Background: an optimization exercise with open tools, aiming at small area, a short achievable clock period and few clock cycles per item. Do not read the settings as production practice.
Where RTL was checked, it was by simulation tests only, not by an equivalence proof against the original.
For runs 2 to 6, only the layout was checked, not whether the RTL still works.
Power is estimated from default activity; no workload was simulated.

$ cat flow/design.v
`timescale 1ns/1ns
module step_control (
    input  logic i_clk,
    input  logic i_rstn,
    input  logic i_start,
    input  logic i_lose,
    output logic o_valid,
    output logic o_done
);
    always_ff @(posedge i_clk or negedge i_rstn) begin
        if (!i_rstn) begin
            o_valid <= 1'b0;
            o_done  <= 1'b0;
        end else begin
            o_valid <= i_start;
            o_done  <= o_done | (i_start & i_lose);  
        end
    end
endmodule
`timescale 1ns/1ns
module player_action #(
    parameter int N_BULLETS = 5
) (
    input  logic [2:0]            i_act,
    input  logic [31:0]           i_player,
    input  logic [N_BULLETS-1:0]  i_bullet_active,
    output logic [31:0]           o_player,
    output logic [N_BULLETS-1:0]  o_shot_sel,
    output logic [17:0]           o_shot
);
    localparam int unsigned SCREEN_WIDTH  = 210;
    localparam int unsigned SCREEN_HEIGHT = 160;
    localparam int unsigned PLAYER_SIZE   = 10;
    localparam logic [2:0] ACT_LEFT       = 3'b001;
    localparam logic [2:0] ACT_RIGHT      = 3'b010;
    localparam logic [2:0] ACT_UP         = 3'b100;
    localparam logic [2:0] ACT_DOWN       = 3'b011;
    localparam logic [2:0] ACT_FIRE_LEFT  = 3'b101;
    localparam logic [2:0] ACT_FIRE_RIGHT = 3'b110;
    logic [7:0]           px;
    logic [7:0]           py;
    logic [N_BULLETS-1:0] free_sel;
    logic                 fire;
    logic                 shot_dir;
    assign px = i_player[31:24];
    assign py = i_player[23:16];
    always_comb begin
        o_player = i_player;
        case (i_act)
            ACT_LEFT: begin
                if (px > 8'd0) o_player[31:24] = px - 8'd1;
            end
            ACT_RIGHT: begin
                if (px + PLAYER_SIZE < SCREEN_WIDTH) o_player[31:24] = px + 8'd1;
            end
            ACT_UP: begin
                if (py > 8'd0) o_player[23:16] = py - 8'd1;
            end
            ACT_DOWN: begin
                if (py + PLAYER_SIZE < SCREEN_HEIGHT) o_player[23:16] = py + 8'd1;
            end
            default: o_player = i_player;
        endcase
    end
    always_comb begin
        logic below_busy;
        below_busy = 1'b1;
        for (int b = 0; b < N_BULLETS; b++) begin
            free_sel[b] = below_busy & ~i_bullet_active[b];
            below_busy  = below_busy & i_bullet_active[b];
        end
    end
    assign fire       = (i_act == ACT_FIRE_LEFT) || (i_act == ACT_FIRE_RIGHT);
    assign o_shot_sel = fire ? free_sel : '0;
    assign shot_dir = (i_act == ACT_FIRE_LEFT);
    assign o_shot = {shot_dir ? px - 8'd2 : px + 8'd2, py, shot_dir, 1'b1};
endmodule
`timescale 1ns/1ns
module object_lane (
    input  logic [17:0] i_obj,
    input  logic        i_spawn_sel,
    input  logic [17:0] i_spawn,
    output logic [17:0] o_obj
);
    localparam int unsigned SCREEN_WIDTH = 210;
    logic [7:0] ox;
    assign ox = i_obj[17:10];
    always_comb begin
        o_obj = i_obj;
        if (i_spawn_sel) begin
            o_obj = i_spawn;     
        end else if (i_obj[0]) begin
            if (i_obj[1]) begin
                if (ox == 8'd0) o_obj[0] = 1'b0;
                else o_obj[17:10] = ox - 8'd1;
            end else begin
                if (ox >= SCREEN_WIDTH) o_obj[0] = 1'b0;
                else o_obj[17:10] = ox + 8'd1;
            end
        end
    end
endmodule
`timescale 1ns/1ns
module collision_score #(
    parameter int N_BULLETS = 5,
    parameter int N_ENEMIES = 5,
    parameter int N_DIVERS  = 5
) (
    input  logic                    i_clk,
    input  logic [31:0]             i_player,
    input  logic [18*N_BULLETS-1:0] i_bullets,
    input  logic [18*N_ENEMIES-1:0] i_enemies,
    input  logic [18*N_DIVERS-1:0]  i_divers,
    input  logic [31:0]             i_score,
    output logic [31:0]             o_player,
    output logic [18*N_BULLETS-1:0] o_bullets,
    output logic [18*N_ENEMIES-1:0] o_enemies,
    output logic [18*N_DIVERS-1:0]  o_divers,
    output logic [31:0]             o_score,
    output logic                    o_lose
);
    function automatic win(input logic [7:0] a, input logic [7:0] b,
                           input logic cin, input logic [3:0] lim);
        logic [4:0] lo;
        logic [7:0] p, t;
        lo  = {1'b0, a[3:0]} + {1'b0, ~b[3:0]} + {4'd0, cin};
        p   = ~(a ^ b);
        t   = a | ~b;
        win = lo[3:0] <= lim && lo[4] == p[4] && t[4] == p[5] && t[5] == p[6]
              && t[6] == p[7] && t[7];
    endfunction
    logic [7:0] px, py;
    assign px = i_player[31:24];
    assign py = i_player[23:16];
    logic [N_BULLETS*N_ENEMIES-1:0] match_d;
    logic [N_DIVERS-1:0]            pick_d;
    always_comb begin
        for (int e = 0; e < N_ENEMIES; e++)
            for (int b = 0; b < N_BULLETS; b++)
                match_d[N_BULLETS*e+b] = i_enemies[18*e] && i_bullets[18*b]
                    && win(i_bullets[18*b+10 +: 8], i_enemies[18*e+10 +: 8], 1'b0, 4'd8)
                    && win(i_bullets[18*b+2 +: 8], i_enemies[18*e+2 +: 8], 1'b0, 4'd8);
        for (int d = 0; d < N_DIVERS; d++)
            pick_d[d] = i_divers[18*d]
                && win(i_divers[18*d+10 +: 8], px, 1'b1, 4'd9)
                && win(i_divers[18*d+2 +: 8], py, 1'b1, 4'd9);
    end
    logic [9:0] poxy;
    logic [2:0] plives;
    logic       surface, starve, rescue_d;
    logic [31:0] player_d;
    assign poxy     = i_player[15:6];
    assign plives   = i_player[5:3];
    assign surface  = py < 8'd10;
    assign starve   = !surface && poxy <= 10'd1;
    assign rescue_d = surface && i_player[2:0] == 3'd6;
    assign o_lose   = starve && plives <= 3'd1;
    always_comb begin
        player_d = i_player;
        if (surface || starve) player_d[15:6] = 10'd1000;
        else player_d[15:6] = poxy - 10'd1;
        if (starve) player_d[5:3] = (plives <= 3'd1) ? 3'd0 : plives - 3'd1;
    end
    logic [31:0]                    player_q;
    logic [18*N_BULLETS-1:0]        bullets_q;
    logic [18*N_ENEMIES-1:0]        enemies_q;
    logic [18*N_DIVERS-1:0]         divers_q;
    logic [31:0]                    score_q;
    logic [N_BULLETS*N_ENEMIES-1:0] match_q;
    logic [N_DIVERS-1:0]            pick_q;
    logic                           rescue;
    always_ff @(posedge i_clk) begin
        player_q  <= player_d;
        rescue    <= rescue_d;
        bullets_q <= i_bullets;
        enemies_q <= i_enemies;
        divers_q  <= i_divers;
        score_q   <= i_score;
        match_q   <= match_d;
        pick_q    <= pick_d;
    end
    logic [N_BULLETS-1:0] avail [N_ENEMIES+1];
    logic [N_BULLETS-1:0] cand  [N_ENEMIES];
    logic [N_BULLETS-1:0] take  [N_ENEMIES];
    logic [N_ENEMIES-1:0] hit;
    always_comb begin
        avail[0] = '1;
        for (int e = 0; e < N_ENEMIES; e++) begin
            cand[e]      = match_q[N_BULLETS*e +: N_BULLETS] & avail[e];
            take[e]      = cand[e] & ~(cand[e] - 1'b1);
            hit[e]       = |cand[e];
            avail[e + 1] = avail[e] & ~take[e];
        end
    end
    logic [2:0] qdivc;
    assign qdivc = player_q[2:0];
    logic [2:0] n_pick;
    logic [2:0] divc_picked;
    always_comb begin
        n_pick = '0;
        for (int d = 0; d < N_DIVERS; d++)  n_pick = n_pick + 3'(pick_q[d]);
        divc_picked = qdivc;
        if (qdivc < 3'd6) divc_picked = (4'(qdivc) + 4'(n_pick) >= 4'd6) ? 3'd6 : qdivc + n_pick;
    end
    always_comb begin
        o_player = player_q;
        o_player[2:0] = rescue ? 3'd0 : divc_picked;
    end
    always_comb begin
        o_bullets = bullets_q;
        o_enemies = enemies_q;
        o_divers  = divers_q;
        for (int b = 0; b < N_BULLETS; b++) o_bullets[18*b] = bullets_q[18*b] & avail[N_ENEMIES][b];
        for (int e = 0; e < N_ENEMIES; e++) o_enemies[18*e] = enemies_q[18*e] & ~hit[e];
        for (int d = 0; d < N_DIVERS; d++)  o_divers[18*d]  = divers_q[18*d] & ~pick_q[d];
    end
    logic [N_DIVERS+1:0] q_hot;
    logic [N_ENEMIES:0]  k_hot;
    logic [9:0]          low_q [N_DIVERS+2];
    logic [9:0]          low_p;
    logic [9:0]          low_k [N_ENEMIES+1];
    logic [9:0]          low;
    logic [31:9]         all_ones;
    always_comb begin
        q_hot = (N_DIVERS+2)'(1);
        if (rescue) q_hot = q_hot << 1;
        for (int d = 0; d < N_DIVERS; d++)
            if (pick_q[d]) q_hot = q_hot << 1;
        k_hot = (N_ENEMIES+1)'(1);
        for (int e = 0; e < N_ENEMIES; e++)
            if (hit[e]) k_hot = k_hot << 1;
        low_p = '0;
        for (int q = 0; q <= N_DIVERS + 1; q++) begin
            low_q[q] = {1'b0, score_q[8:0]} + 10'(50 * q);
            low_p    = low_p | (low_q[q] & {10{q_hot[q]}});
        end
        low = '0;
        for (int k = 0; k <= N_ENEMIES; k++) begin
            low_k[k] = low_p + 10'(20 * k);
            low      = low | (low_k[k] & {10{k_hot[k]}});
        end
        all_ones[9] = 1'b1;
        for (int i = 10; i < 32; i++) all_ones[i] = all_ones[i-1] & score_q[i-1];
        o_score[8:0] = low[8:0];
        for (int i = 9; i < 32; i++) o_score[i] = score_q[i] ^ (low[9] & all_ones[i]);
    end
endmodule
`timescale 1ns/1ns
module game_step #(
    parameter int N_BULLETS = 5,
    parameter int N_ENEMIES = 5,
    parameter int N_DIVERS  = 5
) (
    input  logic                    i_clk,
    input  logic                    i_rstn,
    input  logic                    i_start,
    input  logic [2:0]              i_act,
    input  logic [31:0]             i_player,
    input  logic [18*N_BULLETS-1:0] i_bullets,
    input  logic [18*N_ENEMIES-1:0] i_enemies,
    input  logic [18*N_DIVERS-1:0]  i_divers,
    input  logic [31:0]             i_score,
    output logic [31:0]             o_player,
    output logic [18*N_BULLETS-1:0] o_bullets,
    output logic [18*N_ENEMIES-1:0] o_enemies,
    output logic [18*N_DIVERS-1:0]  o_divers,
    output logic [31:0]             o_score,
    output logic                    o_done,
    output logic                    o_valid
);
    logic                    lose;
    logic [31:0]             moved_player;
    logic [N_BULLETS-1:0]    bullet_active;
    logic [N_BULLETS-1:0]    shot_sel;
    logic [17:0]             shot;
    logic [18*N_BULLETS-1:0] moved_bullets;
    logic [18*N_ENEMIES-1:0] moved_enemies;
    logic [18*N_DIVERS-1:0]  moved_divers;
    step_control step_control_i (
        .i_clk   (i_clk),
        .i_rstn  (i_rstn),
        .i_start (i_start),
        .i_lose  (lose),
        .o_valid (o_valid),
        .o_done  (o_done)
    );
    player_action #(.N_BULLETS(N_BULLETS)) player_action_i (
        .i_act           (i_act),
        .i_player        (i_player),
        .i_bullet_active (bullet_active),
        .o_player        (moved_player),
        .o_shot_sel      (shot_sel),
        .o_shot          (shot)
    );
    for (genvar g = 0; g < N_BULLETS; g++) begin : g_bullet
        assign bullet_active[g] = i_bullets[18*g];
        object_lane lane_i (.i_obj(i_bullets[18*g +: 18]), .i_spawn_sel(shot_sel[g]),
            .i_spawn(shot), .o_obj(moved_bullets[18*g +: 18]));
    end
    for (genvar g = 0; g < N_ENEMIES; g++) begin : g_enemy
        object_lane lane_i (.i_obj(i_enemies[18*g +: 18]), .i_spawn_sel(1'b0),
            .i_spawn(18'd0), .o_obj(moved_enemies[18*g +: 18]));
    end
    for (genvar g = 0; g < N_DIVERS; g++) begin : g_diver
        object_lane lane_i (.i_obj(i_divers[18*g +: 18]), .i_spawn_sel(1'b0),
            .i_spawn(18'd0), .o_obj(moved_divers[18*g +: 18]));
    end
    collision_score #(
        .N_BULLETS (N_BULLETS),
        .N_ENEMIES (N_ENEMIES),
        .N_DIVERS  (N_DIVERS)
    ) collision_score_i (
        .i_clk     (i_clk),
        .i_player  (moved_player),
        .i_bullets (moved_bullets),
        .i_enemies (moved_enemies),
        .i_divers  (moved_divers),
        .i_score   (i_score),
        .o_player  (o_player),
        .o_bullets (o_bullets),
        .o_enemies (o_enemies),
        .o_divers  (o_divers),
        .o_score   (o_score),
        .o_lose    (lose)
    );
endmodule
$ cat flow/flow/run.sh
#!/bin/bash
# Layout flow: the standard ORFS flow (standard.sh, with the standard flow's synthesis
# script) with these changes:
#  - synthesis leaves adders to ABC (no half/full adder extraction), and ABC
#    maps for area (flow/abc_area_map.script in place of ORFS's
#    abc_speed.script, in a copy of ORFS's scripts folder used for synthesis
#    only); registers are untouched
#  - every port still gets its own buffer, a plain buf_2 instead of the
#    default delay-cell buffer
set -euo pipefail
MARGIN=$(cat flow/margin.txt 2>/dev/null || echo 0)
rm -rf synth_scripts
cp -r "$FLOW_HOME/scripts" synth_scripts
cp flow/abc_area_map.script synth_scripts/abc_speed.script
bash standard.sh ADDER_MAP_FILE= SCRIPTS_DIR="$PWD/synth_scripts" synth > flow_synth.log 2>&1
bash standard.sh ADDER_MAP_FILE= "BUFFER_PORTS_ARGS=-buffer_cell sky130_fd_sc_hd__buf_2" \
    SETUP_SLACK_MARGIN=$MARGIN finish > flow_finish.log 2>&1
test -f out/final.def
$ cat flow/flow/abc_area_map.script
strash
dch -f
amap
topo
$ cat flow/flow/margin.txt
16
$ cat flow/standard.sh
#!/bin/bash
# synth_recipe.tcl (not shown) runs the flow's synth.tcl, then flattens the netlist and writes it again
# the make line also repeats each setting of config.mk as NAME=value (left out here)
make -C /OpenROAD-flow-scripts/flow DESIGN_CONFIG=/design/flow/config.mk WORK_HOME=/design/flow/orfs CLKGATE_MAP_FILE= SYNTH_SCRIPT=/design/flow/synth_recipe.tcl "${@:-finish}"
$ cat flow/config.mk
export PLATFORM = sky130hd
export DESIGN_NAME = game_step
export DESIGN_NICKNAME = game_step
export VERILOG_FILES = /design/flow/design.v
export SDC_FILE = /design/flow/constraint.sdc
export NUM_CORES = 4
export LEC_CHECK = 0
export CAP_MARGIN = 0
export CORE_MARGIN = 2
export CORE_UTILIZATION = 65
export CTS_CLUSTER_DIAMETER = 100
export CTS_CLUSTER_SIZE = 20
export PLACE_DENSITY = 0.75
export SLEW_MARGIN = 0
$ cat flow/constraint.sdc
create_clock -name core_clock -period 25.0 [get_ports {i_clk}]
set_input_delay 5.0000 -clock core_clock [delete_from_list [all_inputs] [get_ports {i_clk}]]
set_output_delay 5.0000 -clock core_clock [all_outputs]
set_load 0.01 [all_outputs]
==> metrics.cfg, run 1 <==
[timing]
fmax_ghz = 0.1033
finClkSkew_ns = 0
tightest_slew_ns = 1.204
tns_ns = 0
slew_headroom = 0.1970
hold_viol_final = 0
final_max_slew_viol_count = 0
finalSetupViolations = 0
whs_ns = 0.4917
layout_setup_ws_ns = 15.32
rsz0062_at_grt = true
fin_crit_sh = 0.3874
timing.final.crit_period_ns = 9.685

[clocking]
htreeDepth = 1
clock-sinks = 367
cts_buffers = 22
clock_path_buffers = 3
clkTransAtPathRegs_ns = 0.09
clk_latency_ns = 0.57
cts_tree = yes
clock-root-buffer = clkbuf_16

[synth]
synth_top_area_frac = 0.2528
synth_xor_area_frac = 0.0006059
synth_compound_area_frac = 0.3636
synthMuxAreaShare = 0
yosysWarnings = 9
synth.largest_area_cell = dfxtp_1
synth_seq_area_share = 0.2545
synth_async_sr_flop_share = 0.005450
syn_avg_cell_area_um2 = 6.368
ys.flop_type = dfxtp_1
syn_nets = 4880
synthTopCellsByArea = dfxtp_1 25%, nor2_1 12%, a21oi_1 8.8%, buf_4 7.4%, o21ai_0 6.9%
syn_inst = 4540
synth-edff-count = 0
synth.distinct_cells = 59
synth-seq-cells = 367
netlist_area_um2 = 28910
synth_top_family_by_area = compound AO/OA/AOI/OAI gates
yosys.area_share.simple = 0.2426
synthAdderAreaFrac = 0

[worst_setup_path]
crit_fanout = 3
cp.arrival_ns = 4.68
rrSetupSlack_ns = 24.30
r2r_start = step_control_i.o_done$_DFF_PN0_
cp-start-kind = flop
critPathKind = flop to primary output
reg2reg_depth = 1
r2r-end = step_control_i.o_done$_DFF_PN0_
worstPathRequired_ns = 20.00
cp-end-kind = primary output

[floorplan]
coreArea_um2 = 44030
dieArea_um2 = 46180
io_pins = 676
num_rows = 77
initial_core_util = 0.6566
dieWidth_um = 214.9
die_h_um = 214.9

[placement]
place_ws_ns = 14.62
hpwl_mm = 92.98
dpl_cell_area_um2 = 31580
gp_congestion = 1.099
port_buffers = 675

[drt]
ant_nets = 0
viasPerCell = 6.620
drt_wl_total_mm = 125.5
avgRoutedWirePerCell_um = 21.79
drtIter0Drc = 5581
first_pass_iters = 9
route.detailed.drc = 0
vias = 38117

[final_layout]
drive_gt1_frac = 0.2150
area.growth.synth_to_final_pct = 18.90
fin_nets = 5468
fill_cells = 3398
final_util = 0.7807
stdcell_area_um2 = 34370

[min_path]
hp-class = flop to flop
worstHoldStart = step_control_i.o_done$_DFF_PN0_
min_to = step_control_i.o_done$_DFF_PN0_
holdPathStages = 1

[pwr]
power_leakage_uw = 0.01364
max-vdd-ir-drop_mv = 0.06957
power_density_nw_per_um2 = 49.91

[global_routing]
grt_pass1_vias = 33657
grt_start_max_net_pins = 22
grtUsageTotal = 0.4997
antenna_found_initial = 39
grt_first_pass_wirelength_mm = 183.6
overflow = 0

[job]
cap_violations = 0

[outcome]
status = no timing/DRC/antenna violations

-- synth_stat cells (all sizes together) (10+ instances only) --
library cell,number
o211ai,18
or2,14
nand2,409
a21oi,506
buf,285
nor4,36
o21a,46
a2111oi,37
nand3,26
o221a,16
a21o,18
a22oi,24
o221ai,33
a221o,10
o22ai,233
nand2b,13
nor2,957
o32ai,63
o21ai,399
o2111ai,29
a211oi,88
a31oi,68
nor3,141
dfxtp,365
or3,17
a221oi,29
nor2b,37
clkinv,499
-- report_power, final --
| part | switching [uW] | total [uW] | internal [uW] |
|---|---|---|---|
| Sequential | 15.5 | 640 | 625 |
| Clock | 222 | 388 | 166 |
| Combinational | 461 | 687 | 227 |
| Total | 698 | 1720 | 1020 |
-- per-stage QoR --
step | std cells | power [uW]
floorplan | 4540 | 1076
global placement | 5596 | 1255
detailed placement | 5596 | 1268
CTS | 5698 | 1654
global route | 5751 | 1778
finish | 5758 | 1715
-- kinds of logic (layout without fill, tap and decap cells) --
logic type / count (synthesis) / after routing
AOI/OAI and AO/OA: 1694 / 1697
xor gates and xnor gates: 2 / 2
buffers and inverters: 784 / 1372
DFF: 367 / 367
other: 0 / 35
and+or+nand+nor: 1693 / 1693
-- worst max-delay path by stage --
stage                                                startpoint                               endpoint  slack [ns]  cells past startpoint
after floorplan                                        i_act[0]   collision_score_i.match_q[7]$_DFF_P_       16.00                     16
after global placement                                 i_act[0]  collision_score_i.match_q[21]$_DFF_P_       14.76                     23
after detailed placement                               i_act[0]  collision_score_i.match_q[21]$_DFF_P_       14.62                     23
after CTS                 collision_score_i.score_q[12]$_DFF_P_                            o_score[31]       15.52                     15
after global routing        collision_score_i.pick_q[0]$_DFF_P_                            o_score[30]       15.12                     25
final                     collision_score_i.score_q[12]$_DFF_P_                            o_score[31]       15.32                     15
-- worst max-delay path, stage by stage (launching register included) --
cell and delay, ns:
dfxtp_2 0.36, nand4_1 0.11, nand3b_1 0.27, nand2b_4 0.20, or3_4 0.39, or3_4 0.34
or3_4 0.34, or3_4 0.34, or3_4 0.38, or2_4 0.26, or3_4 0.39, nor3_4 0.19
and2_4 0.20, nor2_4 0.04, a21oi_2 0.13, buf_2 0.15
-- metal layers --
layer,up-vias,global-route usage,part of all wire
met1,16690,0.5734,0.33
li1,17370,-,-
met5,-,0,0.00078
met4,14,0.4021,0.11
met3,939,0.1539,0.14
met2,3104,0.7706,0.42
-- cell type report --
class                      count  area (um^2)  share of cell area
antenna                       35        87.58            0.002548
clock buffer                  25        583.1             0.01696
clock inverter                 2        16.27           0.0004732
inverter                     499         1947             0.05664
multi-input combinational   3392        18880              0.5492
sequential                   367         7381              0.2147
tap                          592        740.7             0.02155
timing repair buffer         846         4741              0.1379
-- state kept, by name, summed over array words and instances (netlist names) --
| signal | flops |
|---|---|
| collision_score_i.bullets_q | 90 |
| collision_score_i.divers_q | 90 |
| collision_score_i.enemies_q | 90 |
| collision_score_i.match_q | 25 |
| collision_score_i.pick_q | 5 |
| collision_score_i.player_q | 32 |
| collision_score_i.rescue | 1 |
| collision_score_i.score_q | 32 |
| step_control_i.o_done | 1 |
| step_control_i.o_valid | 1 |
-- placed cells by master, fill, tap and decap left out, types with 30 or more instances in the layout --
cell type / synthesis / final
o22ai_1: 233 / 197
a31oi_1: 68 / 67
o32ai_1: 63 / 57
buf_4: 284 / 150
clkinv_1: 499 / 461
buf_2: 0 / 677
nor2b_1: 37 / 34
a211oi_1: 88 / 81
nor3_1: 141 / 126
diode_2: 0 / 35
o21ai_0: 399 / 371
o221ai_1: 33 / 30
o21a_1: 46 / 46
nor2_1: 957 / 921
nand2_1: 409 / 404
dfxtp_1: 365 / 354
a21oi_1: 506 / 492
-- timing repair --
| action | 4_1_cts | 5_1_grt |
|---|---|---|
| gates cloned | 3 | 0 |
| buffers inserted | 72 | 23 |
| hold endpoints to repair | 0 | 0 |
| endpoints found under the setup margin | 54 | 60 |
| hold buffers | 0 | 0 |
| pin swaps | 54 | 28 |
| resized for setup | 219 | 125 |
Testbench counts, summed over its fixed seeds: cycles 48,000, steps 24,000.
==> run 2, diff against run 1 <==
--- a/flow/design.v
+++ b/flow/design.v
@@ -216,8 +216,8 @@
     end
     logic [N_DIVERS+1:0] q_hot;
-    logic [N_ENEMIES:0]  k_hot;
+    logic [N_ENEMIES-1:0] k_hot;
     logic [9:0]          low_q [N_DIVERS+2];
     logic [9:0]          low_p;
-    logic [9:0]          low_k [N_ENEMIES+1];
+    logic [9:0]          low_miss, low_hit;
     logic [9:0]          low;
     logic [31:9]         all_ones;
@@ -227,6 +227,6 @@
         for (int d = 0; d < N_DIVERS; d++)
             if (pick_q[d]) q_hot = q_hot << 1;
-        k_hot = (N_ENEMIES+1)'(1);
-        for (int e = 0; e < N_ENEMIES; e++)
+        k_hot = N_ENEMIES'(1);
+        for (int e = 0; e < N_ENEMIES - 1; e++)
             if (hit[e]) k_hot = k_hot << 1;
         low_p = '0;
@@ -235,9 +235,11 @@
             low_p    = low_p | (low_q[q] & {10{q_hot[q]}});
         end
-        low = '0;
-        for (int k = 0; k <= N_ENEMIES; k++) begin
-            low_k[k] = low_p + 10'(20 * k);
-            low      = low | (low_k[k] & {10{k_hot[k]}});
+        low_miss = '0;
+        low_hit  = '0;
+        for (int k = 0; k < N_ENEMIES; k++) begin
+            low_miss = low_miss | ((low_p + 10'(20 * k)) & {10{k_hot[k]}});
+            low_hit  = low_hit | ((low_p + 10'(20 * (k + 1))) & {10{k_hot[k]}});
         end
+        low = hit[N_ENEMIES-1] ? low_hit : low_miss;
         all_ones[9] = 1'b1;
         for (int i = 10; i < 32; i++) all_ones[i] = all_ones[i-1] & score_q[i-1];
==> flow/flow/margin.txt (replaced) <==
16.5
==> flow/config.mk (replaced) <==
export PLATFORM = sky130hd
export DESIGN_NAME = game_step
export DESIGN_NICKNAME = game_step
export VERILOG_FILES = /design/flow/design.v
export SDC_FILE = /design/flow/constraint.sdc
export NUM_CORES = 4
export LEC_CHECK = 0
export CAP_MARGIN = 20
export CORE_MARGIN = 2
export CORE_UTILIZATION = 40
export SLEW_MARGIN = 20
==> metrics.cfg, run 2 <==
[floorplan]
coreArea_um2 = 71730
num_rows = 98
dieWidth_um = 273.7
initial_core_util = 0.4055
die_h_um = 273.7
io_pins = 676
dieArea_um2 = 74900

[final_layout]
reg_top3 = collision_score_i.bullets_q x90, collision_score_i.divers_q x90, collision_score_i.enemies_q x90
layout_common_cells = 888 x nor2_1, 666 x buf_2, 481 x a21oi_1
area.growth.synth_to_final_pct = 28.68
layout_commonest_cell = nor2_1
fin_nets = 5533
drive_gt1_frac = 0.2573
fill_cells = 7283

[placement]
port_buffers = 675
hpwl_mm = 103.8
place_ws_ns = 14.46
gp_congestion = 1.021

[synth]
yosys.cell_count.top_type = nor2_1
syn_avg_cell_area_um2 = 6.385
syn_inst = 4556
yosysWarnings = 8
synth_async_sr_flop_share = 0.005450
synthTopCellsByArea = dfxtp_1 25%, nor2_1 12%, a21oi_1 8.9%, buf_4 7.3%, o21ai_0 6.6%
syn_nets = 4896
netlist_area_um2 = 29090
synth_common_cells = 961 x nor2_1, 520 x a21oi_1, 500 x clkinv_1
synth-edff-count = 0
synth.distinct_cells = 61
synth_seq_area_share = 0.2529
synth_top_area_frac = 0.2512
synth.largest_area_cell = dfxtp_1
synth-seq-cells = 367
ys.flop_type = dfxtp_1

[timing]
finClkSkew_ns = 0
slew_headroom = 0.3237
fmax_ghz = 0.09890
fin_crit_sh = 0.4044
tns_ns = 0
tightest_slew_ns = 1.014
finalSetupViolations = 0
rsz0062_at_grt = true
final_max_slew_viol_count = 0
layout_setup_ws_ns = 14.89
timing.final.crit_period_ns = 10.11
hold_viol_final = 0

[drt]
viasPerCell = 5.804
ant_nets = 0
avgRoutedWirePerCell_um = 21.34
route.detailed.drc = 0
drt_wl_total_mm = 132.1
first_pass_iters = 6
vias = 35931
drtIter0Drc = 3162

[clocking]
cts_buffers = 45
cts_tree = yes
cts_hold_buf = 0
clock-sinks = 367
clock-root-buffer = clkbuf_16
clock_path_buffers = 3
clkTransAtPathRegs_ns = 0.07
htreeDepth = 2
clk_latency_ns = 0.59

[min_path]
hp-class = flop to flop

[global_routing]
grtUsageTotal = 0.3325
grt_pass1_vias = 31608
met1_usage = 0.4066
antenna_found_initial = 41
grt_first_pass_wirelength_mm = 190.4
met3_usage = 0.07219
overflow = 0
grt_busiest_layer = met2
grt.met2_usage = 0.5500
grt_start_max_net_pins = 20

[worst_setup_path]
cp-start-kind = flop
cpMostUsedCell = nor2_4
critPathMaxStageDelay_ns = 0.39
slowest_stage = dfxtp_4
cp-end-kind = primary output
worstPathRequired_ns = 20.00
crit_fanout = 7
critPathKind = flop to primary output
cp.arrival_ns = 5.11

[outcome]
status = no timing/DRC/antenna violations

[pwr]
power_density_nw_per_um2 = 55.84
power_leakage_uw = 0.01464
max-vdd-ir-drop_mv = 0.07249
power_uw = 2090

[job]
cap_violations = 0

-- run 2: changes by cell type after synthesis, moves of 6 or more --
cell | previous run | this run
nor3_1 | 141 | 132
o221ai_1 | 33 | 44
or3_1 | 17 | 6
a21oi_1 | 506 | 520
a21o_1 | 18 | 8
o2111a_1 | 2 | 9
nand3_1 | 26 | 20
o32ai_1 | 63 | 73
o21ai_0 | 399 | 386
nand4_1 | 4 | 10
o32a_1 | 4 | 13
a211oi_1 | 88 | 82
o22a_1 | 6 | 12
a22oi_1 | 24 | 33
-- run 2: kinds of logic after synthesis --
family          synth area share
compound gates            0.3684
simple gates              0.2398
xor+xnor               0.0009034
flops                     0.2529
buf+inv                   0.1379
-- run 2: worst paths after layout --
check | start | to | slack [ns] | depth (start not counted)
hold / removal | step_control_i.o_done$_DFF_PN0_ | step_control_i.o_done$_DFF_PN0_ | 0.49 | 1
hold reg to reg | step_control_i.o_done$_DFF_PN0_ | step_control_i.o_done$_DFF_PN0_ | 0.49 | 1
setup / recovery | collision_score_i.pick_q[0]$_DFF_P_ | o_score[16] | 14.89 | 29
setup reg to reg | step_control_i.o_done$_DFF_PN0_ | step_control_i.o_done$_DFF_PN0_ | 24.32 | 1
max in group asynchronous | i_rstn | step_control_i.o_valid$_DFF_PN0_ | 20.72 | 1
min in group asynchronous | i_rstn | step_control_i.o_done$_DFF_PN0_ | 4.18 | 1
-- run 2: area by class of cell --
type                    instances  area, um^2  area share
multi-input cells            3406       19980      0.5338
flip-flops and latches        367        7371      0.1969
repair buffers                873        5125      0.1369
diodes                         13       32.53   0.0008691
clock buffers                  65        1364     0.03643
well taps                     950        1189     0.03175
clock inverters                17       259.0    0.006919
inverters                     500        2112     0.05642
-- run 2: per-stage QoR --
step	cells	utilization	area [um^2]	hold slack [ns]
6_report	6191	0.5218	37430	0.4885
5_1_grt	6186	0.5217	37420	0.4985
4_1_cts	6123	0.5029	36070	0.4894
3_5_place_dp	5965	0.4568	32770	0.4774
3_3_place_gp	5964	0.4567	32760	0.4588
2_1_floorplan	4556	-	29760	0.5064
-- run 2: where the power goes --
part | total (uW) | switching [uW] | leakage (uW) | internal (uW)
combinational | 722 | 475 | 0.0108 | 247
sequential | 641 | 14.9 | 0.00310 | 626
clock | 727 | 287 | 0.000783 | 441
total | 2090 | 777 | 0.0146 | 1310
-- run 2: what timing repair did --
item | CTS | global route
resized for setup | 251 | 205
pin swaps | 56 | 53
buffers inserted | 73 | 55
hold endpoints to repair | 0 | 0
cloned | 3 | 0
setup endpoints to repair | 63 | 61
-- run 2: metal layers --
metal	vias to the layer above	wire length, um
met5	-	261
met4	42	7573
met3	381	12130
met2	1669	60810
met1	16238	51340
li1	17601	-
-- run 2: worst max-delay path: cells and delay by family (launching register included) --
kind | cells | cell delay (ns)
DFF | 1 | 0.39
AOI/OAI and AO/OA | 11 | 2.03
buffers and inverters | 11 | 1.27
and+or+nand+nor | 7 | 0.78
==> run 3, diff against run 2 <==
==> flow/flow/margin.txt (replaced) <==
16
==> metrics.cfg, run 3 <==
[worst_setup_path]
r2r_start = step_control_i.o_done$_DFF_PN0_
cpMostUsedCell = nor2_4
r2r-end = step_control_i.o_done$_DFF_PN0_
rrSetupSlack_ns = 24.33
cp.arrival_ns = 5.14
cp-start-kind = flop
cp-end-kind = primary output
critPathMaxStageDelay_ns = 0.40
worstPathRequired_ns = 20.00
crit_fanout = 6
critPathKind = flop to primary output
slowest_stage = dfxtp_4
reg2reg_depth = 1

[synth]
yosysWarnings = 8
synthTopCellsByArea = dfxtp_1 25%, nor2_1 12%, a21oi_1 8.9%, buf_4 7.3%, o21ai_0 6.6%
synth.distinct_cells = 61
synth-seq-cells = 367
synth_async_sr_flop_share = 0.005450
synth_seq_area_share = 0.2529
synth.largest_area_cell = dfxtp_1
netlist_area_um2 = 29090
synth_top_area_frac = 0.2512
syn_inst = 4556
syn_avg_cell_area_um2 = 6.385
ys.flop_type = dfxtp_1
yosys.cell_count.top_type = nor2_1
syn_nets = 4896
synth_common_cells = 961 x nor2_1, 520 x a21oi_1, 500 x clkinv_1
synth-edff-count = 0

[final_layout]
fin_nets = 5518
layout_common_cells = 895 x nor2_1, 665 x buf_2, 494 x a21oi_1
fill_cells = 7245
drive_gt1_frac = 0.2296
area.growth.synth_to_final_pct = 24.48
layout_commonest_cell = nor2_1
final_util = 0.5048
stdcell_area_um2 = 36210
reg_top3 = collision_score_i.bullets_q x90, collision_score_i.divers_q x90, collision_score_i.enemies_q x90

[floorplan]
dieArea_um2 = 74900
die_h_um = 273.7
dieWidth_um = 273.7
initial_core_util = 0.4055
num_rows = 98
io_pins = 676
coreArea_um2 = 71730

[global_routing]
antenna_found_initial = 39
overflow = 0
grt_start_max_net_pins = 20
grt_first_pass_wirelength_mm = 192.7
grt_pass1_vias = 31342
grtUsageTotal = 0.3364

[drt]
route.detailed.drc = 0
drt_wl_total_mm = 133.7
viasPerCell = 5.852
vias = 36136
drtIter0Drc = 3996
first_pass_iters = 8
ant_nets = 0
avgRoutedWirePerCell_um = 21.66

[timing]
timing.final.crit_period_ns = 10.14
final_max_slew_viol_count = 0
whs_ns = 0.4843
rsz0062_at_grt = true
fmax_ghz = 0.09861
finalSetupViolations = 0
slew_headroom = 0.1870
fin_crit_sh = 0.4057
tns_ns = 0
tightest_slew_ns = 1.211
hold_viol_final = 0
finClkSkew_ns = 0

[clocking]
clkTransAtPathRegs_ns = 0.07
clock_path_buffers = 3
cts_tree = yes
clk_latency_ns = 0.61
clock-root-buffer = clkbuf_16
clock-sinks = 367
htreeDepth = 2
cts_buffers = 46

[min_path]
worstHoldStart = step_control_i.o_done$_DFF_PN0_
holdPathStages = 1
min_to = step_control_i.o_done$_DFF_PN0_
hp-class = flop to flop

[pwr]
max-vdd-ir-drop_mv = 0.05247
power_uw = 2026
power_leakage_uw = 0.01420
power_density_nw_per_um2 = 55.95

[outcome]
status = no timing/DRC/antenna violations

[placement]
gp_congestion = 1.023
hpwl_mm = 106.0
dpl_cell_area_um2 = 32550
port_buffers = 675

[job]
cap_violations = 0

==> run 3: worst max path at each step <==
stage | startpoint | endpoint | slack (ns)
final | collision_score_i.pick_q[0]$_DFF_P_ | o_score[18] | 14.86
after global routing | collision_score_i.pick_q[0]$_DFF_P_ | o_score[18] | 14.69
after CTS | collision_score_i.score_q[3]$_DFF_P_ | o_score[14] | 14.94
after detailed placement | i_act[0] | collision_score_i.match_q[2]$_DFF_P_ | 14.30
after global placement | i_act[0] | collision_score_i.match_q[2]$_DFF_P_ | 14.40
after floorplan | i_act[0] | collision_score_i.match_q[2]$_DFF_P_ | 15.76
==> run 3: area by class of cell <==
cell class / count / area [um^2] / share of cell area
Inverter: 500 / 1994 / 0.05508
Timing Repair Buffer: 857 / 4952 / 0.1368
Sequential cell: 367 / 7370 / 0.2035
Antenna cell: 16 / 40.04 / 0.001106
Clock inverter: 22 / 226.5 / 0.006254
Multi-Input combinational cell: 3406 / 19170 / 0.5293
Clock buffer: 57 / 1274 / 0.03517
Tap cell: 950 / 1189 / 0.03283
==> run 3: cell families after synthesis <==
kind of cell / count (synthesis) / share of synthesized area
DFF: 367 / 0.2529
and+or+nand+nor: 1688 / 0.2398
AOI/OAI and AO/OA: 1713 / 0.3684
buffers and inverters: 785 / 0.1379
xor gates and xnor gates: 3 / 0.0009034
==> run 3: what timing repair did <==
item,in CTS,in global routing
setup buffers,69,43
resized for setup,157,131
setup endpoints to repair,59,62
hold buffers,0,0
gates cloned,3,0
pin swaps,35,54
endpoints found under the hold margin,0,0
==> run 3: worst max-delay path: cells and delay by family, from the launching register on <==
family / cells / cell delay, ns
AOI/OAI and AO/OA: 13 / 2.26
buffers and inverters: 10 / 1.23
and+or+nand+nor: 6 / 0.62
DFF: 1 / 0.40
==> run 3: where the power goes <==
part	leakage [uW]	total [uW]	switching (uW)	internal (uW)
clock network	0.000724	685	293	392
registers	0.00310	642	16.1	626
logic	0.0104	699	466	233
total	0.0142	2030	775	1250
==> run 3: through the flow <==
step                      instances  setup WS (ns)
after global routing           6168          14.69
after floorplan                4556          15.76
after global placement         5965          14.40
after detailed placement       5965          14.30
after CTS                      6116          14.94
final                          6175          14.86
==> run 3: per-layer routing <==
layer | GRT usage | vias up | share of wire | routed length, um
li1 | - | 17559 | - | -
met2 | 0.5480 | 1932 | 0.45 | 60460
met3 | 0.06561 | 387 | 0.099 | 13270
met4 | 0.1588 | 38 | 0.056 | 7424
met5 | 0 | - | 0.0017 | 233
met1 | 0.4258 | 16220 | 0.39 | 52360
==> run 4, diff against run 3 <==
--- a/flow/design.v
+++ b/flow/design.v
@@ -146,19 +146,40 @@
                 && win(i_divers[18*d+2 +: 8], py, 1'b1, 4'd9);
     end
-    logic [9:0] poxy;
-    logic [2:0] plives;
-    logic       surface, starve, rescue_d;
+    logic [9:0]  poxy;
+    logic [2:0]  plives, pdivc;
+    logic        surface, starve, rescue;
+    logic [2:0]  n_pick;
     logic [31:0] player_d;
-    assign poxy     = i_player[15:6];
-    assign plives   = i_player[5:3];
-    assign surface  = py < 8'd10;
-    assign starve   = !surface && poxy <= 10'd1;
-    assign rescue_d = surface && i_player[2:0] == 3'd6;
-    assign o_lose   = starve && plives <= 3'd1;
+    logic [18*N_DIVERS-1:0] divers_d;
+    assign poxy    = i_player[15:6];
+    assign plives  = i_player[5:3];
+    assign pdivc   = i_player[2:0];
+    assign surface = py < 8'd10;
+    assign starve  = !surface && poxy <= 10'd1;
+    assign rescue  = surface && pdivc == 3'd6;
+    assign o_lose  = starve && plives <= 3'd1;
     always_comb begin
+        n_pick = '0;
+        for (int d = 0; d < N_DIVERS; d++) n_pick = n_pick + 3'(pick_d[d]);
         player_d = i_player;
+        if (rescue) player_d[2:0] = 3'd0;
+        else if (pdivc < 3'd6)
+            player_d[2:0] = (4'(pdivc) + 4'(n_pick) >= 4'd6) ? 3'd6 : pdivc + n_pick;
         if (surface || starve) player_d[15:6] = 10'd1000;
         else player_d[15:6] = poxy - 10'd1;
         if (starve) player_d[5:3] = (plives <= 3'd1) ? 3'd0 : plives - 3'd1;
+        divers_d = i_divers;
+        for (int d = 0; d < N_DIVERS; d++) divers_d[18*d] = i_divers[18*d] & ~pick_d[d];
+    end
+    logic [N_DIVERS+1:0] q_hot;
+    logic [9:0]          low_d;
+    always_comb begin
+        q_hot = (N_DIVERS+2)'(1);
+        if (rescue) q_hot = q_hot << 1;
+        for (int d = 0; d < N_DIVERS; d++)
+            if (pick_d[d]) q_hot = q_hot << 1;
+        low_d = '0;
+        for (int q = 0; q <= N_DIVERS + 1; q++)
+            low_d = low_d | (({1'b0, i_score[8:0]} + 10'(50 * q)) & {10{q_hot[q]}});
     end
     logic [31:0]                    player_q;
@@ -166,17 +187,15 @@
     logic [18*N_ENEMIES-1:0]        enemies_q;
     logic [18*N_DIVERS-1:0]         divers_q;
-    logic [31:0]                    score_q;
+    logic [31:9]                    score_q;
+    logic [9:0]                     low_q;
     logic [N_BULLETS*N_ENEMIES-1:0] match_q;
-    logic [N_DIVERS-1:0]            pick_q;
-    logic                           rescue;
     always_ff @(posedge i_clk) begin
         player_q  <= player_d;
-        rescue    <= rescue_d;
         bullets_q <= i_bullets;
         enemies_q <= i_enemies;
-        divers_q  <= i_divers;
-        score_q   <= i_score;
+        divers_q  <= divers_d;
+        score_q   <= i_score[31:9];
+        low_q     <= low_d;
         match_q   <= match_d;
-        pick_q    <= pick_d;
     end
     logic [N_BULLETS-1:0] avail [N_ENEMIES+1];
@@ -193,53 +212,22 @@
         end
     end
-    logic [2:0] qdivc;
-    assign qdivc = player_q[2:0];
-    logic [2:0] n_pick;
-    logic [2:0] divc_picked;
-    always_comb begin
-        n_pick = '0;
-        for (int d = 0; d < N_DIVERS; d++)  n_pick = n_pick + 3'(pick_q[d]);
-        divc_picked = qdivc;
-        if (qdivc < 3'd6) divc_picked = (4'(qdivc) + 4'(n_pick) >= 4'd6) ? 3'd6 : qdivc + n_pick;
-    end
-    always_comb begin
-        o_player = player_q;
-        o_player[2:0] = rescue ? 3'd0 : divc_picked;
-    end
+    assign o_player = player_q;
+    assign o_divers = divers_q;
     always_comb begin
         o_bullets = bullets_q;
         o_enemies = enemies_q;
-        o_divers  = divers_q;
         for (int b = 0; b < N_BULLETS; b++) o_bullets[18*b] = bullets_q[18*b] & avail[N_ENEMIES][b];
         for (int e = 0; e < N_ENEMIES; e++) o_enemies[18*e] = enemies_q[18*e] & ~hit[e];
-        for (int d = 0; d < N_DIVERS; d++)  o_divers[18*d]  = divers_q[18*d] & ~pick_q[d];
     end
-    logic [N_DIVERS+1:0] q_hot;
-    logic [N_ENEMIES-1:0] k_hot;
-    logic [9:0]          low_q [N_DIVERS+2];
-    logic [9:0]          low_p;
-    logic [9:0]          low_miss, low_hit;
-    logic [9:0]          low;
-    logic [31:9]         all_ones;
+    logic [N_ENEMIES:0] k_hot;
+    logic [9:0]         low;
+    logic [31:9]        all_ones;
     always_comb begin
-        q_hot = (N_DIVERS+2)'(1);
-        if (rescue) q_hot = q_hot << 1;
-        for (int d = 0; d < N_DIVERS; d++)
-            if (pick_q[d]) q_hot = q_hot << 1;
-        k_hot = N_ENEMIES'(1);
-        for (int e = 0; e < N_ENEMIES - 1; e++)
+        k_hot = (N_ENEMIES+1)'(1);
+        for (int e = 0; e < N_ENEMIES; e++)
             if (hit[e]) k_hot = k_hot << 1;
-        low_p = '0;
-        for (int q = 0; q <= N_DIVERS + 1; q++) begin
-            low_q[q] = {1'b0, score_q[8:0]} + 10'(50 * q);
-            low_p    = low_p | (low_q[q] & {10{q_hot[q]}});
-        end
-        low_miss = '0;
-        low_hit  = '0;
-        for (int k = 0; k < N_ENEMIES; k++) begin
-            low_miss = low_miss | ((low_p + 10'(20 * k)) & {10{k_hot[k]}});
-            low_hit  = low_hit | ((low_p + 10'(20 * (k + 1))) & {10{k_hot[k]}});
-        end
-        low = hit[N_ENEMIES-1] ? low_hit : low_miss;
+        low = '0;
+        for (int k = 0; k <= N_ENEMIES; k++)
+            low = low | ((low_q + 10'(20 * k)) & {10{k_hot[k]}});
         all_ones[9] = 1'b1;
         for (int i = 10; i < 32; i++) all_ones[i] = all_ones[i-1] & score_q[i-1];
==> metrics.cfg, run 4 <==
[outcome]
status = no timing/DRC/antenna violations

[worst_setup_path]
critPathMaxStageDelay_ns = 0.52
cp-start-kind = input port
worstPathRequired_ns = 25.50
critPathKind = input port to flop
cpMostUsedCell = nor2_4
cp-end-kind = flop
r2r_start = step_control_i.o_done$_DFF_PN0_
r2r-end = step_control_i.o_done$_DFF_PN0_
reg2reg_depth = 1
rrSetupSlack_ns = 24.34
crit_fanout = 4
slowest_stage = or4_4
cp.arrival_ns = 10.94

[floorplan]
num_rows = 98
dieWidth_um = 273.1
dieArea_um2 = 74600
coreArea_um2 = 71610
initial_core_util = 0.4046
die_h_um = 273.1
io_pins = 676

[drt]
route.met2.wl_mm = 63.45
ant_nets = 0
drt_wl_total_mm = 138.4
wl_met1_mm = 52.77
route.detailed.drc = 0
first_pass_iters = 6
viasPerCell = 5.854
drtIter0Drc = 3442
vias = 37563
avgRoutedWirePerCell_um = 21.57
top_layer = met5
met3WireLength_mm = 13.49

[timing]
layout_setup_ws_ns = 14.56
tns_ns = 0
hold_viol_final = 0
timing.final.crit_period_ns = 10.44
slew_headroom = 0.2465
tightest_slew_ns = 1.118
finClkSkew_ns = 0
rsz0062_at_grt = true
final_max_slew_viol_count = 0
fin_crit_sh = 0.4175
finalSetupViolations = 0
fmax_ghz = 0.09580

[clocking]
clock-root-buffer = clkbuf_16
cts_hold_buf = 0
clock-sinks = 362
htreeDepth = 2
cts_buffers = 45
clk_latency_ns = 0.59
clkTransAtPathRegs_ns = 0.07
clock_path_buffers = 3
cts_tree = yes

[final_layout]
drive_gt1_frac = 0.2589
final_util = 0.5391
fill_cells = 7177
layout_common_cells = 864 x nor2_1, 659 x buf_2, 495 x clkinv_1
reg_top3 = collision_score_i.bullets_q x90, collision_score_i.divers_q x90, collision_score_i.enemies_q x90
area.growth.synth_to_final_pct = 33.26
fin_nets = 5757
layout_commonest_cell = nor2_1

[min_path]
holdPathStages = 1
worstHoldStart = step_control_i.o_done$_DFF_PN0_
min_to = step_control_i.o_done$_DFF_PN0_
hp-class = flop to flop

[pwr]
power_density_nw_per_um2 = 53.46
max-vdd-ir-drop_mv = 0.05792
power_uw = 2064
power_leakage_uw = 0.01519

[synth]
yosysWarnings = 7
syn_nets = 4922
ys.flop_type = dfxtp_1
synth_common_cells = 949 x nor2_1, 546 x clkinv_1, 481 x a21oi_1
syn_avg_cell_area_um2 = 6.323
synth.distinct_cells = 60
synth.largest_area_cell = dfxtp_1
synth_seq_area_share = 0.2505
synth_top_area_frac = 0.2488
synth-edff-count = 0
synthTopCellsByArea = dfxtp_1 25%, nor2_1 12%, a21oi_1 8.3%, clkinv_1 7.1%, o21ai_0 7.0%
synth-seq-cells = 362
synth_async_sr_flop_share = 0.005525
yosys.cell_count.top_type = nor2_1
netlist_area_um2 = 28970
syn_inst = 4582

[global_routing]
overflow = 0
grtUsageTotal = 0.3455
antenna_found_initial = 35
grt_start_max_net_pins = 22
grt_first_pass_wirelength_mm = 198.1
grt_pass1_vias = 33134

[job]
cap_violations = 0

[placement]
hpwl_mm = 107.2
place_ws_ns = 13.04
gp_congestion = 1.013
port_buffers = 675

[run 4: cell count changes in the layout (fill, tap and decap cells not counted), sizes merged, moves of 15 or more]
cell	change
buf	+104
o22ai	+63
clkinv	+51
a21oi	-40
a211oi	+32
o21a	+31
nand2	-24
or4	+22
o221ai	-20
o21ai	+17
nand3	+15
[run 4: through the flow]
stage | hold slack (ns) | std cells | area (um^2)
final | 0.4656 | 6417 | 38610
after CTS | 0.4671 | 6339 | 37010
after detailed placement | 0.4538 | 6128 | 33460
after floorplan | 0.5064 | 4582 | 29420
after global routing | 0.5055 | 6413 | 38600
after global placement | 0.4506 | 6128 | 33460
[run 4: how the worst max path moves through the flow]
stage	slack, ns	start	depth (start not counted)	endpoint
after floorplan	14.22	i_player[26]	37	collision_score_i.player_q[1]$_SDFF_PP0_
after global placement	13.21	i_player[25]	36	collision_score_i.player_q[1]$_SDFF_PP0_
after detailed placement	13.04	i_player[25]	36	collision_score_i.player_q[1]$_SDFF_PP0_
after CTS	14.61	i_act[0]	34	collision_score_i.player_q[1]$_SDFF_PP0_
after global routing	14.27	i_player[17]	39	collision_score_i.player_q[1]$_SDFF_PP0_
final	14.56	i_player[17]	40	collision_score_i.player_q[2]$_SDFF_PP0_
[run 4: power breakdown]
| part | internal, uW | switching (uW) |
|---|---|---|
| Combinational | 260 | 488 |
| Sequential | 618 | 15.4 |
| Clock | 402 | 280 |
| Total | 1280 | 783 |
[run 4: repair_timing]
item | 4_1_cts | 5_1_grt
hold endpoints to repair | 0 | 0
endpoints found under the setup margin | 71 | 69
pin swaps | 80 | 121
cloned | 1 | 0
gates resized for setup | 266 | 302
buffers inserted | 127 | 64
[run 4: area by class of cell]
class                           instances  area (um^2)  share of cell area
Inverter                              546         2213             0.05733
Antenna cell                           14        35.03           0.0009074
Tap cell                              950         1189             0.03079
Clock buffer                           58         1267             0.03283
Clock inverter                         25        269.0            0.006968
Timing Repair Buffer                  961         5917              0.1533
Sequential cell                       362         7266              0.1882
Multi-Input combinational cell       3501        20450              0.5297
[run 4: worst max-delay path: cells and delay by family]
family | cells | cell delay [ns]
compound gates | 17 | 2.68
buf+inv | 6 | 0.84
simple gates | 17 | 2.38
[run 4: layer usage]
layer | vias up | track usage
met1 | 16932 | 0.4131
met5 | - | 0
met2 | 1868 | 0.5730
met3 | 452 | 0.07882
li1 | 18273 | -
met4 | 38 | 0.1882
[run 4: cell families after synthesis]
| family | after synthesis | synth area share |
|---|---|---|
| AOI/OAI and AO/OA | 1771 | 0.3811 |
| xor gates and xnor gates | 1 | 0.0003024 |
| buffers and inverters | 719 | 0.1152 |
| DFF | 362 | 0.2505 |
| and+or+nand+nor | 1729 | 0.2529 |
==> run 5, diff against run 4 <==
==> flow/flow/margin.txt (replaced) <==
15.5
==> metrics.cfg, run 5 <==
[final_layout]
drive_gt1_frac = 0.2120
area.growth.synth_to_final_pct = 26.06
layout_common_cells = 914 x nor2_1, 669 x buf_2, 515 x clkinv_1
fill_cells = 7406
layout_commonest_cell = nor2_1
fin_nets = 5635
reg_top3 = collision_score_i.bullets_q x90, collision_score_i.divers_q x90, collision_score_i.enemies_q x90

[synth]
synthTopCellsByArea = dfxtp_1 25%, nor2_1 12%, a21oi_1 8.3%, clkinv_1 7.1%, o21ai_0 7.0%
syn_inst = 4582
synth_common_cells = 949 x nor2_1, 546 x clkinv_1, 481 x a21oi_1
netlist_area_um2 = 28970
synth-seq-cells = 362
synth.distinct_cells = 60
yosys.cell_count.top_type = nor2_1
synth_top_area_frac = 0.2488
yosysWarnings = 7
synth-edff-count = 0
synth.largest_area_cell = dfxtp_1
syn_avg_cell_area_um2 = 6.323
synth_seq_area_share = 0.2505
synth_async_sr_flop_share = 0.005525
ys.flop_type = dfxtp_1
syn_nets = 4922

[floorplan]
initial_core_util = 0.4046
dieWidth_um = 273.1
num_rows = 98
die_h_um = 273.1
coreArea_um2 = 71610
io_pins = 676
dieArea_um2 = 74600

[timing]
finClkSkew_ns = 0
timing.final.crit_period_ns = 10.71
fin_crit_sh = 0.4282
rsz0062_at_grt = true
tns_ns = 0
final_max_slew_viol_count = 0
tightest_slew_ns = 1.181
finalSetupViolations = 0
hold_viol_final = 0
fmax_ghz = 0.09340
whs_ns = 0.4892
slew_headroom = 0.2046

[clocking]
clock_path_buffers = 3
clock-root-buffer = clkbuf_16
clock-sinks = 362
clkTransAtPathRegs_ns = 0.06
cts_tree = yes
cts_buffers = 46
htreeDepth = 2
cts_hold_buf = 0
clk_latency_ns = 0.59

[global_routing]
overflow = 0
antenna_found_initial = 41
grt_start_max_net_pins = 22
grt_pass1_vias = 32312
grt_first_pass_wirelength_mm = 196.9
grtUsageTotal = 0.3452

[pwr]
power_leakage_uw = 0.01429
power_density_nw_per_um2 = 57.44
max-vdd-ir-drop_mv = 0.06480

[placement]
port_buffers = 675
gp_congestion = 1.042
hpwl_mm = 109.5

[worst_setup_path]
cpMostUsedCell = o21ai_2
cp-start-kind = input port
critPathKind = input port to flop
cp-end-kind = flop
slowest_stage = a2111oi_4
critPathMaxStageDelay_ns = 0.42
worstPathRequired_ns = 25.49
crit_fanout = 4
cp.arrival_ns = 11.19

[drt]
first_pass_iters = 6
vias = 36654
viasPerCell = 5.827
route.detailed.drc = 0
drtIter0Drc = 3399
ant_nets = 0
avgRoutedWirePerCell_um = 21.69
drt_wl_total_mm = 136.4

[job]
cap_violations = 0

[outcome]
status = no timing/DRC/antenna violations

[min_path]
hp-class = flop to flop

-- run 5: cell counts after synthesis --
No cell type changed its count.
-- run 5: area by class of cell --
type                       instances  area [um^2]  area share
antenna                           10        25.02   0.0006852
clock buffer                      58         1267     0.03470
clock inverter                    25        430.4     0.01179
inverter                         546         2145     0.05872
multi-input combinational       3501        19530      0.5347
sequential                       362         7262      0.1988
tap                              950         1189     0.03255
timing repair buffer             838         4676      0.1280
-- run 5: path summary, 6_finish.rpt --
path                                                  from                                        to  slack (ns)  cells after the start
setup / recovery                              i_divers[12]  collision_score_i.player_q[2]$_SDFF_PP0_       14.29                     40
hold / removal             step_control_i.o_done$_DFF_PN0_           step_control_i.o_done$_DFF_PN0_        0.49                      1
setup reg to reg           step_control_i.o_done$_DFF_PN0_           step_control_i.o_done$_DFF_PN0_       24.32                      1
hold reg to reg            step_control_i.o_done$_DFF_PN0_           step_control_i.o_done$_DFF_PN0_        0.49                      1
max in group asynchronous                           i_rstn           step_control_i.o_done$_DFF_PN0_       20.72                      1
min in group asynchronous                           i_rstn          step_control_i.o_valid$_DFF_PN0_        4.18                      1
-- run 5: per-layer routing --
metal	track usage	vias up	share of wire	wire (um)
li1	-	18031	-	-
met1	0.4224	16539	0.39	53370
met2	0.5717	1682	0.46	62540
met3	0.08207	354	0.097	13260
met4	0.1588	48	0.051	6937
met5	0	-	0.0023	312
-- run 5: report_power, final --
group          internal (uW)  switching [uW]
clock network            473             285
registers                619            15.1
logic                    233             473
total                   1320             773
-- run 5: timing repair --
item                       in CTS  in global routing
resized for setup             110                141
buffers inserted               32                 29
setup endpoints to repair      53                 51
cloned                          0                  0
pin swaps                      31                 45
-- run 5: kinds of logic (layout without fill, tap and decap cells) --
family,count (synthesis),in the layout,synth area share
and+or+nand+nor,1729,1729,0.2529
xor gates and xnor gates,1,1,0.0003024
DFF,362,362,0.2505
other,0,10,0
buffers and inverters,719,1467,0.1152
AOI/OAI and AO/OA,1771,1771,0.3811
-- run 5: metrics by stage --
stage	utilization	instance area, um^2	std cells	worst slack (ns)	total power, uW
after global routing	0.5098	36510	6284	13.93	2197
final	0.5100	36520	6290	14.29	2098
after detailed placement	0.4656	33340	6136	13.21	1313
after global placement	0.4656	33340	6136	13.28	1311
after CTS	0.4986	35700	6251	14.68	2082
after floorplan	-	29230	4582	14.22	1072
-- run 5: worst max-delay path: cells and delay by family --
kind	cells	cell delay, ns
AND/OR/NAND/NOR	19	3.11
AO/OA/AOI/OAI	16	2.60
buffers and inverters	5	0.49
==> run 6, diff against run 5 <==
--- a/flow/design.v
+++ b/flow/design.v
@@ -149,5 +149,5 @@
     logic [2:0]  plives, pdivc;
     logic        surface, starve, rescue;
-    logic [2:0]  n_pick;
+    logic [N_DIVERS+1:0] q_hot;
     logic [31:0] player_d;
     logic [18*N_DIVERS-1:0] divers_d;
@@ -160,10 +160,14 @@
     assign o_lose  = starve && plives <= 3'd1;
     always_comb begin
-        n_pick = '0;
-        for (int d = 0; d < N_DIVERS; d++) n_pick = n_pick + 3'(pick_d[d]);
+        q_hot = (N_DIVERS+2)'(1);
+        if (rescue) q_hot = q_hot << 1;
+        for (int d = 0; d < N_DIVERS; d++)
+            if (pick_d[d]) q_hot = q_hot << 1;
         player_d = i_player;
-        if (rescue) player_d[2:0] = 3'd0;
-        else if (pdivc < 3'd6)
-            player_d[2:0] = (4'(pdivc) + 4'(n_pick) >= 4'd6) ? 3'd6 : pdivc + n_pick;
+        player_d[2:0] = '0;
+        if (!rescue)
+            for (int n = 0; n <= N_DIVERS; n++)
+                player_d[2:0] = player_d[2:0] | ({3{q_hot[n]}} & ((pdivc >= 3'd6) ? pdivc
+                    : (4'(pdivc) + 4'(n) >= 4'd6) ? 3'd6 : pdivc + 3'(n)));
         if (surface || starve) player_d[15:6] = 10'd1000;
         else player_d[15:6] = poxy - 10'd1;
@@ -172,11 +176,6 @@
         for (int d = 0; d < N_DIVERS; d++) divers_d[18*d] = i_divers[18*d] & ~pick_d[d];
     end
-    logic [N_DIVERS+1:0] q_hot;
-    logic [9:0]          low_d;
+    logic [9:0] low_d;
     always_comb begin
-        q_hot = (N_DIVERS+2)'(1);
-        if (rescue) q_hot = q_hot << 1;
-        for (int d = 0; d < N_DIVERS; d++)
-            if (pick_d[d]) q_hot = q_hot << 1;
         low_d = '0;
         for (int q = 0; q <= N_DIVERS + 1; q++)
==> flow/flow/margin.txt (replaced) <==
16
==> metrics.cfg, run 6 <==
[outcome]
status = no timing/DRC/antenna violations

[drt]
ant_nets = 0
viasPerCell = 5.826
vias = 36977
drtIter0Drc = 3526
avgRoutedWirePerCell_um = 21.37
first_pass_iters = 6
route.detailed.drc = 0
drt_wl_total_mm = 135.6

[worst_setup_path]
slowest_stage = or4_1
critPathTopFamily = simple AND/OR/NAND/NOR gates
cp.arrival_ns = 10.53
worstPathRequired_ns = 25.46
r2r-end = step_control_i.o_done$_DFF_PN0_
crit_buf_inv = 8
reg2reg_depth = 1
r2r_start = step_control_i.o_done$_DFF_PN0_
cp-end-kind = flop
rrSetupSlack_ns = 24.33
critPathMaxStageDelay_ns = 0.48
cp-start-kind = input port
critPathKind = input port to flop
crit_fanout = 6

[clocking]
clock-root-buffer = clkbuf_16
htreeDepth = 2
clkTransAtPathRegs_ns = 0.06
clock_path_buffers = 3
cts_hold_buf = 0
cts_buffers = 44
clock-sinks = 362
cts_tree = yes
clk_latency_ns = 0.58

[global_routing]
overflow = 0
grtUsageTotal = 0.3447
grt_pass1_vias = 32620
grt_start_max_net_pins = 21
grt_first_pass_wirelength_mm = 195.0
antenna_found_initial = 38

[synth]
synth_top_area_frac = 0.2539
synth_async_sr_flop_share = 0.005525
synth.largest_area_cell = dfxtp_1
synthTopCellsByArea = dfxtp_1 25%, nor2_1 13%, a21oi_1 8.6%, clkinv_1 6.9%, o21ai_0 6.8%
ys.flop_type = dfxtp_1
synth_seq_area_share = 0.2557
synth-edff-count = 0
synth-seq-cells = 362
syn_avg_cell_area_um2 = 6.305
synth_common_cells = 992 x nor2_1, 522 x clkinv_1, 489 x a21oi_1
yosysWarnings = 7
syn_inst = 4502
netlist_area_um2 = 28380
yosys.cell_count.top_type = nor2_1
syn_nets = 4842
synth.distinct_cells = 61

[timing]
slew_headroom = 0.2500
tns_ns = 0
hold_viol_final = 0
rsz0062_at_grt = true
tightest_slew_ns = 1.117
finClkSkew_ns = 0
finalSetupViolations = 0
final_max_slew_viol_count = 0
fin_crit_sh = 0.4027
fmax_ghz = 0.09934
timing.final.crit_period_ns = 10.07

[final_layout]
final_cells = 6347
layout_common_cells = 912 x nor2_1, 655 x buf_2, 462 x a21oi_1
final_util = 0.5485
fill_cells = 6873
reg_top3 = collision_score_i.bullets_q x90, collision_score_i.divers_q x90, collision_score_i.enemies_q x90
fin_nets = 5694
stdcell_area_um2 = 38480
layout_commonest_cell = nor2_1
drive_gt1_frac = 0.2694
area.growth.synth_to_final_pct = 35.56

[floorplan]
die_h_um = 270.4
io_pins = 676
dieArea_um2 = 73110
coreArea_um2 = 70150
dieWidth_um = 270.4
initial_core_util = 0.4046
num_rows = 97

[min_path]
min_to = step_control_i.o_done$_DFF_PN0_
worstHoldStart = step_control_i.o_done$_DFF_PN0_
hp-class = flop to flop
holdPathStages = 1

[placement]
dp.cells = 6023
gp_congestion = 1.011
dpl_cell_area_um2 = 32780
hpwl_mm = 104.7
port_buffers = 675

[pwr]
p_comb_frac = 0.358
pwr-share-seq = 0.307
p_sw_uw = 781.2
power_uw = 2060
p_int_uw = 1278
clockPowerShare = 0.335
p_sw_frac = 0.3793
max-vdd-ir-drop_mv = 0.05333
power_leakage_uw = 0.01529
power_density_nw_per_um2 = 53.52

[job]
cap_violations = 0

==> run 6: cells by family after synthesis <==
logic type	after synthesis	synth area share
xor gates and xnor gates	6	0.001851
buffers and inverters	695	0.1144
DFF	362	0.2557
AOI/OAI and AO/OA	1680	0.3693
and+or+nand+nor	1759	0.2588
==> run 6: stage by stage <==
step,hold slack (ns),setup slack [ns]
detailed placement,0.4671,13.17
global route,0.5011,14.78
CTS,0.4801,15.28
finish,0.4759,14.93
global placement,0.4498,13.26
floorplan,0.5064,14.93
==> run 6: layout make-up <==
type / instances / area, um^2 / area share
tap: 940 / 1176 / 0.03057
inverter: 522 / 2121 / 0.05511
timing repair buffer: 978 / 6098 / 0.1585
multi-input combinational: 3445 / 20240 / 0.5259
clock buffer: 54 / 1230 / 0.03196
clock inverter: 28 / 305.3 / 0.007934
antenna: 17 / 42.54 / 0.001106
timing repair inverter: 1 / 5.005 / 0.0001301
sequential: 362 / 7263 / 0.1888
==> run 6: how the worst max path moves through the flow <==
stage	slack [ns]	depth (start not counted)	from	end
2_1_floorplan	14.93	28	i_player[17]	collision_score_i.low_q[8]$_DFF_P_
4_1_cts	15.28	44	i_divers[11]	collision_score_i.divers_q[16]$_DFF_P_
3_5_place_dp	13.17	25	i_player[24]	collision_score_i.low_q[3]$_DFF_P_
3_3_place_gp	13.26	25	i_player[25]	collision_score_i.low_q[3]$_DFF_P_
5_1_grt	14.78	31	i_player[28]	collision_score_i.low_q[6]$_DFF_P_
6_report	14.93	31	i_player[28]	collision_score_i.low_q[6]$_DFF_P_
==> run 6: power by group through the flow <==
stage               combinational (uW)  clock [uW]  sequential [uW]
floorplan                          418           0              649
global placement                   650           0              645
detailed placement                 654           0              644
CTS                                692         701              632
global route                       798         720              636
finish                             737         689              633
==> run 6: what timing repair did <==
| item | 4_1_cts | 5_1_grt |
|---|---|---|
| buffers inserted | 162 | 62 |
| pin swaps | 115 | 98 |
| gates resized for setup | 327 | 250 |
| gates cloned | 0 | 1 |
| setup endpoints to repair | 71 | 66 |
==> run 6: metal layers <==
| metal | share of wire | track usage | vias up |
|---|---|---|---|
| met4 | 0.061 | 0.1890 | 32 |
| li1 | - | - | 17945 |
| met5 | 0.0015 | 0 | - |
| met3 | 0.098 | 0.07752 | 418 |
| met2 | 0.46 | 0.5709 | 1896 |
| met1 | 0.38 | 0.4130 | 16686 |

[afterwards: timing with drivers on the ports]
No port has a modelled driver above. Below, the same layouts with a new extraction and two added sets of constraints. Step 1, drivers: a clkbuf_16 drives i_clk and a buf_2 each remaining input, both assumed. Step 2 moves the port delays by t, midway between the first and last clock arrival at a register: inputs arrive t later, outputs are due t later. That takes back most of the time a late clock gives input paths. a / b / c = no drivers / after step 1 / after step 2; a / b = the first two.
| run | shift t [ns] | setup slack, ns | clock arrival spread, ns | worst register clock-pin slew, ns | worst slew at a driven data input, ns |
|---|---|---|---|---|---|
| run 1 | 0.649 | 15.315 / 15.254 / 15.308 | 0.045 / 0.045 | 0.11 / 0.11 | 0.15 |
| run 2 | 0.665 | 14.889 / 14.822 / 15.486 | 0.037 / 0.037 | 0.07 / 0.07 | 0.17 |
| run 3 | 0.671 | 14.859 / 14.790 / 15.461 | 0.039 / 0.039 | 0.07 / 0.07 | 0.17 |
| run 4 | 0.661 | 14.562 / 14.570 / 13.909 | 0.023 / 0.023 | 0.07 / 0.07 | 0.19 |
| run 5 | 0.667 | 14.294 / 14.327 / 13.660 | 0.024 / 0.024 | 0.07 / 0.07 | 0.18 |
| run 6 | 0.659 | 14.933 / 14.949 / 14.290 | 0.023 / 0.024 | 0.07 / 0.07 | 0.20 |
After both steps setup and hold are still met in every run listed. The setup slack of run 4, which loses most, moves by +0.008 ns with the drivers and by -0.653 ns with both steps.
